Context: an optimization exercise on an open-source flow, tuned for small area. The choices shown serve that exercise and are no tape-out recipe. Function was checked by simulation only, so behaviour that the tests miss may differ from the original. No driver is modelled on the clock port, so clocking that relies on it looks cheaper here than on a real chip.

// bmem_line_adapter
module bmem_line_adapter #(
    parameter int ADDR_W = 32,
    parameter int BEAT_W = 64,
    parameter int BEATS  = 4
) (
    input  logic                      clk,
    input  logic                      rst,
    input  logic [ADDR_W-1:0]         i_addr,
    input  logic                      i_read,
    output logic [BEAT_W*BEATS-1:0]   i_rdata,
    output logic                      i_resp,
    input  logic [ADDR_W-1:0]         d_addr,
    input  logic                      d_read,
    input  logic                      d_write,
    input  logic [BEAT_W*BEATS-1:0]   d_wdata,
    output logic [BEAT_W*BEATS-1:0]   d_rdata,
    output logic                      d_resp,
    output logic [ADDR_W-1:0]         bmem_addr,
    output logic                      bmem_read,
    output logic                      bmem_write,
    output logic [BEAT_W-1:0]         bmem_wdata,
    input  logic                      bmem_ready,
    input  logic [ADDR_W-1:0]         bmem_raddr,
    input  logic [BEAT_W-1:0]         bmem_rdata,
    input  logic                      bmem_rvalid
);
Size in the first run: about 270 flip-flops, about 11000 µm² of cells after synthesis.
==> flow/config.mk <==
export PLATFORM = sky130hd
export DESIGN_NAME = bmem_line_adapter
export DESIGN_NICKNAME = bmem_line_adapter
export VERILOG_FILES = /design/flow/design.v
export SDC_FILE = /design/flow/constraint.sdc
export NUM_CORES = 4
export LEC_CHECK = 0
export CAP_MARGIN = 20
export CORE_AREA = 10 10 390 390
export DIE_AREA = 0 0 400 400
export SLEW_MARGIN = 20
==> flow/constraint.sdc <==
create_clock -name core_clock -period 5.0 [get_ports {clk}]
set_input_delay 1.0000 -clock core_clock [delete_from_list [all_inputs] [get_ports {clk}]]
set_output_delay 1.0000 -clock core_clock [all_outputs]
set_load 0.01 [all_outputs]
standard.sh (not shown) runs the stock make flow with config.mk's settings and CLKGATE_MAP_FILE= SYNTH_SCRIPT=/design/flow/synth_recipe.tcl, a recipe that flattens the netlist after the stock synthesis.
==> flow/flow/run.sh <==
#!/bin/bash
# Own layout flow: the standard ORFS flow (standard.sh), with
#  - the port buffers that global placement inserts taken from the smallest
#    buffer cell,
#  - clock tree synthesis clustering more sinks per leaf buffer and adding
#    no dummy loads, and
#  - the pins that meet at the same cells placed side by side on the edge
#    (place_pins -group_pins): per read-data bit, the bmem_rdata bit with the
#    four i_rdata and four d_rdata bits it feeds; per write-data bit, the four
#    d_wdata bits with their bmem_wdata bit; per address bit, i_addr, d_addr,
#    bmem_addr and bmem_raddr,
#  - after CTS, clock buffers upsized only where the flip-flop clock-pin
#    slew needs it (flow/post_cts.tcl).
set -euo pipefail
here=$(cd "$(dirname "${BASH_SOURCE[0]}")" && pwd)
export BUFFER_PORTS_ARGS="-buffer_cell sky130_fd_sc_hd__buf_1"
export CTS_ARGS="-sink_clustering_enable -repair_clock_nets -sink_clustering_size 30 -sink_clustering_max_diameter 100 -buf_list sky130_fd_sc_hd__clkbuf_4 -dont_use_dummy_load"
groups=""
for b in $(seq 0 63); do
  g="bmem_rdata[$b]"
  for k in 0 1 2 3; do g="$g i_rdata[$((64*k+b))] d_rdata[$((64*k+b))]"; done
  groups="$groups -group_pins {$g}"
  g="bmem_wdata[$b]"
  for k in 0 1 2 3; do g="$g d_wdata[$((64*k+b))]"; done
  groups="$groups -group_pins {$g}"
done
for b in $(seq 5 31); do
  groups="$groups -group_pins {i_addr[$b] d_addr[$b] bmem_addr[$b] bmem_raddr[$b]}"
done
export PLACE_PINS_ARGS="-annealing $groups"
export POST_CTS_TCL="$here/post_cts.tcl"
bash standard.sh > standard_flow.log 2>&1
==> flow/flow/post_cts.tcl <==
# Runs at the end of ORFS's CTS step (POST_CTS_TCL). Upsizes each clock buffer
# whose flip-flop clock pins see a slew above the target, one drive step at a
# time, then legalises the placement again. Before that, cells on paths with
# setup slack to spare are downsized (repair_timing -recover_power).
estimate_parasitics -placement
repair_timing -recover_power 100 -verbose
set clk_slew_target [expr {[info exists ::env(CLK_SLEW_TARGET)] ? $::env(CLK_SLEW_TARGET) : 0.122}]
set clk_sizes {sky130_fd_sc_hd__clkbuf_1 sky130_fd_sc_hd__clkbuf_2 sky130_fd_sc_hd__clkbuf_4 sky130_fd_sc_hd__clkbuf_8 sky130_fd_sc_hd__clkbuf_16}
for {set iter 0} {$iter < 4} {incr iter} {
  estimate_parasitics -placement
  set slow [dict create]
  foreach pin [get_pins -hierarchical */CLK] {
    set s [expr {max([get_property $pin slew_max_rise], [get_property $pin slew_max_fall])}]
    if {$s > $clk_slew_target} {
      set net [get_nets -of_objects $pin]
      foreach drv [get_pins -of_objects $net -filter "direction == output"] {
        dict set slow [get_property [get_cells -of_objects $drv] full_name] 1
      }
    }
  }
  if {[dict size $slow] == 0} { break }
  set n 0
  foreach name [dict keys $slow] {
    set inst [[ord::get_db_block] findInst $name]
    set m [[$inst getMaster] getName]
    set i [lsearch $clk_sizes $m]
    if {$i >= 0 && $i < [llength $clk_sizes] - 1} {
      replace_cell [get_cells $name] [lindex $clk_sizes [expr {$i + 1}]]
      incr n
    }
  }
  puts "post_cts: iteration $iter upsized $n clock buffers"
  if {$n == 0} { break }
}
detailed_placement
check_placement -verbose
estimate_parasitics -placement
The baseline aborted during I/O pin placement with PPL-0107.
Then changed:
==> flow/flow/run.sh (replaced) <==
#!/bin/bash
# Own layout flow: the standard ORFS flow (standard.sh), with
#  - the port buffers that global placement inserts taken from the smallest
#    buffer cell,
#  - clock tree synthesis clustering more sinks per leaf buffer and adding
#    no dummy loads, and
#  - after CTS, clock buffers upsized only where the flip-flop clock-pin
#    slew needs it (flow/post_cts.tcl).
set -euo pipefail
here=$(cd "$(dirname "${BASH_SOURCE[0]}")" && pwd)
export BUFFER_PORTS_ARGS="-buffer_cell sky130_fd_sc_hd__buf_1"
export CTS_ARGS="-sink_clustering_enable -repair_clock_nets -sink_clustering_size 25 -sink_clustering_max_diameter 80 -buf_list sky130_fd_sc_hd__clkbuf_4 -dont_use_dummy_load"
export POST_CTS_TCL="$here/post_cts.tcl"
bash standard.sh > standard_flow.log 2>&1
--- a/flow/flow/post_cts.tcl
+++ b/flow/flow/post_cts.tcl
@@ -7 +7 @@
-set clk_slew_target [expr {[info exists ::env(CLK_SLEW_TARGET)] ? $::env(CLK_SLEW_TARGET) : 0.122}]
+set clk_slew_target [expr {[info exists ::env(CLK_SLEW_TARGET)] ? $::env(CLK_SLEW_TARGET) : 0.115}]
PLACE_DENSITY = 0.85   (was not set)
After rerunning: The new run completed without violations. Area after synthesis does not change. Synthesized cell count does not change.
Then changed:
--- a/flow/flow/post_cts.tcl
+++ b/flow/flow/post_cts.tcl
@@ -3,5 +3,2 @@
-# time, then legalises the placement again. Before that, cells on paths with
-# setup slack to spare are downsized (repair_timing -recover_power).
-estimate_parasitics -placement
-repair_timing -recover_power 100 -verbose
-set clk_slew_target [expr {[info exists ::env(CLK_SLEW_TARGET)] ? $::env(CLK_SLEW_TARGET) : 0.115}]
+# time, then legalises the placement again.
+set clk_slew_target [expr {[info exists ::env(CLK_SLEW_TARGET)] ? $::env(CLK_SLEW_TARGET) : 0.110}]
PLACE_DENSITY = not set   (was 0.85)
What happened:
- first-iteration DRC count shrinks by 19%
- area after synthesis stays the same
- final area drops by 0.92%
- worst hold slack gets worse by 15 ps
Then changed:
--- a/flow/flow/run.sh
+++ b/flow/flow/run.sh
@@ -6,0 +7,5 @@
+#  - the pins that meet at the same cells placed side by side on the edge
+#    (place_pins -group_pins): per read-data bit, the bmem_rdata bit with the
+#    four i_rdata and four d_rdata bits it feeds; per write-data bit, the four
+#    d_wdata bits with their bmem_wdata bit; per address bit, i_addr, d_addr,
+#    bmem_addr and bmem_raddr,
@@ -12 +17,14 @@
-export CTS_ARGS="-sink_clustering_enable -repair_clock_nets -sink_clustering_size 25 -sink_clustering_max_diameter 80 -buf_list sky130_fd_sc_hd__clkbuf_4 -dont_use_dummy_load"
+export CTS_ARGS="-sink_clustering_enable -repair_clock_nets -sink_clustering_size 30 -sink_clustering_max_diameter 100 -buf_list sky130_fd_sc_hd__clkbuf_4 -dont_use_dummy_load"
+groups=""
+for b in $(seq 0 63); do
+  g="bmem_rdata[$b]"
+  for k in 0 1 2 3; do g="$g i_rdata[$((64*k+b))] d_rdata[$((64*k+b))]"; done
+  groups="$groups -group_pins {$g}"
+  g="bmem_wdata[$b]"
+  for k in 0 1 2 3; do g="$g d_wdata[$((64*k+b))]"; done
+  groups="$groups -group_pins {$g}"
+done
+for b in $(seq 5 31); do
+  groups="$groups -group_pins {i_addr[$b] d_addr[$b] bmem_addr[$b] bmem_raddr[$b]}"
+done
+export PLACE_PINS_ARGS="$groups"
--- a/flow/flow/post_cts.tcl
+++ b/flow/flow/post_cts.tcl
@@ -3,2 +3,5 @@
-# time, then legalises the placement again.
-set clk_slew_target [expr {[info exists ::env(CLK_SLEW_TARGET)] ? $::env(CLK_SLEW_TARGET) : 0.110}]
+# time, then legalises the placement again. Before that, cells on paths with
+# setup slack to spare are downsized (repair_timing -recover_power).
+estimate_parasitics -placement
+repair_timing -recover_power 100 -verbose
+set clk_slew_target [expr {[info exists ::env(CLK_SLEW_TARGET)] ? $::env(CLK_SLEW_TARGET) : 0.122}]
This time the run never finished: it broke off in I/O pin placement with PPL-0086.
Area after synthesis does not change.
Synthesized cell count is unchanged.


Starting RTL as in the previous note.
Settings: LEC_CHECK=0, CAP_MARGIN=20, CORE_AREA=10 10 390 390, DIE_AREA=0 0 400 400, SLEW_MARGIN=20; clock period 5.0 ns.
==> flow/flow/run.sh <==
#!/bin/bash
# Own layout flow: the standard ORFS flow (standard.sh), with
#  - the port buffers that global placement inserts taken from the smallest
#    buffer cell,
#  - clock tree synthesis clustering more sinks per leaf buffer and adding
#    no dummy loads, and
#  - after CTS, clock buffers upsized only where the flip-flop clock-pin
#    slew needs it (flow/post_cts.tcl).
set -euo pipefail
here=$(cd "$(dirname "${BASH_SOURCE[0]}")" && pwd)
export BUFFER_PORTS_ARGS="-buffer_cell sky130_fd_sc_hd__buf_1"
export CTS_ARGS="-sink_clustering_enable -repair_clock_nets -sink_clustering_size 30 -sink_clustering_max_diameter 100 -buf_list sky130_fd_sc_hd__clkbuf_4 -dont_use_dummy_load"
export POST_CTS_TCL="$here/post_cts.tcl"
bash standard.sh > standard_flow.log 2>&1
==> flow/flow/post_cts.tcl <==
# Runs at the end of ORFS's CTS step (POST_CTS_TCL).
#  1. Cells on paths with setup slack to spare are downsized
#     (repair_timing -recover_power).
#  2. Each clock buffer whose flip-flop clock pins see a slew above the
#     target is upsized, one drive step at a time.
#  3. Each clock buffer is then tried one drive step smaller, and kept so
#     only if every flip-flop clock pin stays under the target.
# Then the placement is legalised again.
set clk_slew_target [expr {[info exists ::env(CLK_SLEW_TARGET)] ? $::env(CLK_SLEW_TARGET) : 0.122}]
set clk_sizes {sky130_fd_sc_hd__clkbuf_1 sky130_fd_sc_hd__clkbuf_2 sky130_fd_sc_hd__clkbuf_4 sky130_fd_sc_hd__clkbuf_8 sky130_fd_sc_hd__clkbuf_16}

estimate_parasitics -placement
repair_timing -recover_power 100 -verbose

proc clk_pin_slew {pin} {
  return [expr {max([get_property $pin slew_max_rise], [get_property $pin slew_max_fall])}]
}

proc worst_clk_slew {} {
  set w 0
  foreach pin [get_pins -hierarchical */CLK] {
    set s [clk_pin_slew $pin]
    if {$s > $w} { set w $s }
  }
  return $w
}

for {set iter 0} {$iter < 4} {incr iter} {
  estimate_parasitics -placement
  set slow [dict create]
  foreach pin [get_pins -hierarchical */CLK] {
    if {[clk_pin_slew $pin] > $clk_slew_target} {
      set net [get_nets -of_objects $pin]
      foreach drv [get_pins -of_objects $net -filter "direction == output"] {
        dict set slow [get_property [get_cells -of_objects $drv] full_name] 1
      }
    }
  }
  if {[dict size $slow] == 0} { break }
  set n 0
  foreach name [dict keys $slow] {
    set inst [[ord::get_db_block] findInst $name]
    set i [lsearch $clk_sizes [[$inst getMaster] getName]]
    if {$i >= 0 && $i < [llength $clk_sizes] - 1} {
      replace_cell [get_cells $name] [lindex $clk_sizes [expr {$i + 1}]]
      incr n
    }
  }
  puts "post_cts: iteration $iter upsized $n clock buffers"
  if {$n == 0} { break }
}

set n 0
foreach inst [[ord::get_db_block] getInsts] {
  set i [lsearch $clk_sizes [[$inst getMaster] getName]]
  if {$i <= 0} { continue }
  set name [$inst getName]
  replace_cell [get_cells $name] [lindex $clk_sizes [expr {$i - 1}]]
  estimate_parasitics -placement
  if {[worst_clk_slew] > $clk_slew_target} {
    replace_cell [get_cells $name] [lindex $clk_sizes $i]
  } else {
    incr n
  }
}
estimate_parasitics -placement
puts "post_cts: downsized $n clock buffers, worst clock-pin slew [worst_clk_slew]"

detailed_placement
check_placement -verbose
estimate_parasitics -placement
Next try:
--- a/flow/flow/run.sh
+++ b/flow/flow/run.sh
@@ -10,5 +10,5 @@
 here=$(cd "$(dirname "${BASH_SOURCE[0]}")" && pwd)
 export BUFFER_PORTS_ARGS="-buffer_cell sky130_fd_sc_hd__buf_1"
-export CTS_ARGS="-sink_clustering_enable -repair_clock_nets -sink_clustering_size 30 -sink_clustering_max_diameter 100 -buf_list sky130_fd_sc_hd__clkbuf_4 -dont_use_dummy_load"
+export CTS_ARGS="-sink_clustering_enable -repair_clock_nets -sink_clustering_size 25 -sink_clustering_max_diameter 80 -buf_list sky130_fd_sc_hd__clkbuf_4 -dont_use_dummy_load"
 export POST_CTS_TCL="$here/post_cts.tcl"
 bash standard.sh > standard_flow.log 2>&1
==> flow/flow/post_cts.tcl (replaced) <==
# Runs at the end of ORFS's CTS step (POST_CTS_TCL). Upsizes each clock buffer
# whose flip-flop clock pins see a slew above the target, one drive step at a
# time, then legalises the placement again. Before that, cells on paths with
# setup slack to spare are downsized (repair_timing -recover_power).
estimate_parasitics -placement
repair_timing -recover_power 100 -verbose
set clk_slew_target [expr {[info exists ::env(CLK_SLEW_TARGET)] ? $::env(CLK_SLEW_TARGET) : 0.115}]
set clk_sizes {sky130_fd_sc_hd__clkbuf_1 sky130_fd_sc_hd__clkbuf_2 sky130_fd_sc_hd__clkbuf_4 sky130_fd_sc_hd__clkbuf_8 sky130_fd_sc_hd__clkbuf_16}
for {set iter 0} {$iter < 4} {incr iter} {
  estimate_parasitics -placement
  set slow [dict create]
  foreach pin [get_pins -hierarchical */CLK] {
    set s [expr {max([get_property $pin slew_max_rise], [get_property $pin slew_max_fall])}]
    if {$s > $clk_slew_target} {
      set net [get_nets -of_objects $pin]
      foreach drv [get_pins -of_objects $net -filter "direction == output"] {
        dict set slow [get_property [get_cells -of_objects $drv] full_name] 1
      }
    }
  }
  if {[dict size $slow] == 0} { break }
  set n 0
  foreach name [dict keys $slow] {
    set inst [[ord::get_db_block] findInst $name]
    set m [[$inst getMaster] getName]
    set i [lsearch $clk_sizes $m]
    if {$i >= 0 && $i < [llength $clk_sizes] - 1} {
      replace_cell [get_cells $name] [lindex $clk_sizes [expr {$i + 1}]]
      incr n
    }
  }
  puts "post_cts: iteration $iter upsized $n clock buffers"
  if {$n == 0} { break }
}
detailed_placement
check_placement -verbose
estimate_parasitics -placement
Settings changed: CORE_AREA 10 10 390 390 to 10 10 350 350, DIE_AREA 0 0 400 400 to 0 0 360 360.
=> Fmax climbs by 11%; setup slack is better by 420 ps; cell count drops by 12%; die area drops by 19%.

## separate check: timing with driven ports
No port has a modelled driver above. Below, the same layouts with a new extraction and two added sets of constraints.
Step 1: set_driving_cell puts a clkbuf_16 on clk and a buf_2 on each other input, an assumption about the parent block.
Step 2 times the ports against the registers' clock, not the clock port: input delays grow and output delays shrink by t, the midpoint of the rising clock arrivals with the driver on.
Three values: ideal, step 1, step 2; two values: the first two.
| run | t, ns | setup slack, ns | worst setup path at the end |
|---|---|---|---|
| the second run of note 1 | 0.954 | 0.798 / 0.798 / 0.382 | input to register |
| the third run of note 1 | 0.870 | 1.080 / 1.080 / 0.807 | input to register |
| the first run of note 2 | 1.077 | 0.576 / 0.521 / 0.649 | input to register |
| the second run of note 2 | 0.865 | 0.999 / 0.999 / 0.770 | input to register |
After both steps every run listed still meets setup and hold. For the second run of note 1, which loses most, drivers alone change the setup slack by 0.000 ns; drivers and shift together by -0.416 ns.
